From an optimization exercise on the open Yosys and OpenROAD flow, aimed at small area and a short achievable clock period; shortcuts taken in it are not production practice. Only simulation tests tie the RTL to the original design; equivalence was not proved. Power and IR drop assume default switching activity.

== v28 ==
Design datapath_unit, start of the top module:
module datapath_unit #(
  parameter int DATA_W    = datapath_pkg::DATA_W,
  parameter int RF_DEPTH  = 1 << datapath_pkg::RF_AW,
  parameter int RAM_DEPTH = 1 << datapath_pkg::RAM_AW
) (
  input  logic                         Clk,
  input  logic                         Reset,
  input  logic [2:0]                   ALU_s,
  input  logic [$clog2(RAM_DEPTH)-1:0] D_addr,
  input  logic                         D_wr,
  input  logic [$clog2(RF_DEPTH)-1:0]  RF_Ra_addr,
  input  logic [$clog2(RF_DEPTH)-1:0]  RF_Rb_addr,
  input  logic                         RF_WenA,
  input  logic                         RF_WenB,
  output logic [DATA_W-1:0]            Ra_data,
  output logic [DATA_W-1:0]            Rb_data,
  output logic [DATA_W-1:0]            ALU_Out,
  output logic                         ALU_Z,
  output logic [DATA_W-1:0]            D_rdata
);
make LEC_CHECK=0 CAP_MARGIN=20 CELL_PAD_IN_SITES_DETAIL_PLACEMENT=1 CELL_PAD_IN_SITES_GLOBAL_PLACEMENT=1 CORE_MARGIN=2 CORE_UTILIZATION=45 CTS_CLUSTER_DIAMETER=90 CTS_CLUSTER_SIZE=25 PLACE_DENSITY=0.68 SETUP_SLACK_MARGIN=3.2 SLEW_MARGIN=20 SYNTH_HIERARCHICAL=1 SYNTH_MINIMUM_KEEP_SIZE=0 TNS_END_PERCENT=5 finish   # period 6.5 ns
run.sh (not shown) runs the stock make flow with config.mk's settings and CLKGATE_MAP_FILE= SYNTH_SCRIPT=/design/flow/synth_recipe.tcl, a recipe that flattens the netlist after the stock synthesis.
[inputs] v2 vs v28
-- flow/config.mk --
<<< v28, line 15
export PLACE_DENSITY = 0.68
>>> v2, line 15
### Flow results
Between v2 and v28, it is v2 whose post-layout minimum cycle time is lower, by 0.10 ns. v2 ends up with a combinational cell fraction of total power that is 0.3 points lower than in v28. Sort v28 and v2 by design area desc -> top: v2. From v28 to v2 the numbers moved as follows: wire length lost 7500 um; met3 track utilization from global routing -1.3 points. Summary of v2 over v28: pin count of the biggest net entering global routing lower; share of the synthesized area in compound gates (AO/OA/AOI/OAI) roughly the same.
Modified inputs, v50 compared to v2
-- flow/config.mk --
<<< v2, line 15
>>> v50, line 15
export GPL_TIMING_DRIVEN = 0
--- outcome ---
Delay of the slowest cell on the worst path, v2 and v50: higher on v50. Post-synthesis async set-or-reset flop share came out exactly the same in v2 and v50. The shortest clock period the worst path allows after layout of v50 falls short of that of v2 by 0.038 ns. Compared with v2, v50 shows cell internal power dissipation that has gone up slightly. Compared v50 vs v2, and fmax is up in v50. Note that the pin count of the biggest net entering global routing recorded for v2 amounts to 1.5 times the value seen in v50. In v50 relative to v2, placer's final routability congestion estimate had gone up by a few percent. In v50, the worst path setup slack after routing came out 0.038 ns above the value in v2. Between v2 and v50, number of non-filler instances in the completed layout decreased. Worst hold margin deteriorates in v50 relative to v2. Compare v2 and v50 | non-clock buffer count higher: v2.
What v38 does differently from v50 at the input level:
-- flow/config.mk --
<<< v50, line 15
export GPL_TIMING_DRIVEN = 0
>>> v38, line 15
<<< v50, line 20
export TNS_END_PERCENT = 5
>>> v38, line 19
export TNS_END_PERCENT = 0
- Pre-CTS setup slack is higher on v38
- The worst hold slack was comparable across v38 and v50.
- Diff v38..v50 | largest stage delay on the critical path | negligible
- Final critical delay including setup and external delays, v38 and v50, lower one = v50.
- Summary — number of global-route vias before repair, v38 relative to v50: lower, by 1186.
- v38 vs v50: routed via count divided by cell count down slightly
- Comparing v38 and v50, the higher DRC marker count from the first detailed-route iteration is on v50.
- Looking at start point of the critical path, the D_addr[3] result is from v38; the RF_Rb_addr[0] one comes from v50.
- Total clock buffers created by CTS in v38 is about 0.5% lower than in v50
- Higher combinational power goes to v50 over v38.
- Re fraction of area in multi-input gates: v38 and v50 aren't equal, and the higher value belongs to v50.
For v52, these inputs were changed with respect to v38:
-- flow/config.mk --
<<< v38, line 19
export TNS_END_PERCENT = 0
>>> v52, line 19
export TNS_END_PERCENT = 15
==> run notes <==
- [v52 vs v38] leakage power: higher in v52
- When v52 is measured against v38, its remaining max-slew budget at the tightest pin turns out 21 points lower.
- v52 vs v38 on number of cells in the finished layout apart from fillers: v52 is the higher one.
- Total power after layout in v52 is about 1.2% higher than in v38
- v52: sequential share of layout area 1.1 points below v38
- Going from v38 to v52, setup slack after placement went down 0.15 ns, combined global-route utilization of all metal layers saw an increase, switching portion of total power held, routed wire length up 3.9%.

-- separate check: timing with driven ports --
How much do the figures lean on ideal ports? The routed layouts below were timed once more, with nothing changed but the port constraints. Step 1 sets driving cells, clkbuf_16 on the clock port and buf_2 on the other inputs (assumed; they add their load-dependent delay and slew). Step 2 adds t to the input delays and takes it off the output delays; t is the mean of the earliest and latest rising clock arrival at the registers after step 1. Input paths then give back, and output paths get back, about the clock's delay inside the block. Three values: ideal ports, drivers, drivers and shift; two values: the first two.
| run | shift t [ns] | setup slack, ns | worst data-port slew with drivers (ns) | pins driven straight from the clock port |
|---|---|---|---|---|
| v28 | 1.038 | 2.683 / 2.524 / 1.873 | 0.18 | 1 |
| v2 | 1.079 | 2.788 / 2.539 / 1.798 | 0.40 | 1 |
| v50 | 1.070 | 2.826 / 2.491 / 1.814 | 0.49 | 1 |
| v38 | 1.072 | 2.686 / 2.627 / 1.595 | 0.24 | 1 |
| v52 | 1.079 | 2.739 / 2.588 / 1.719 | 0.32 | 1 |
After both steps every run listed still meets setup and hold. The setup slack of v38, which loses most, moves by -0.059 ns with the drivers and by -1.091 ns with both steps.
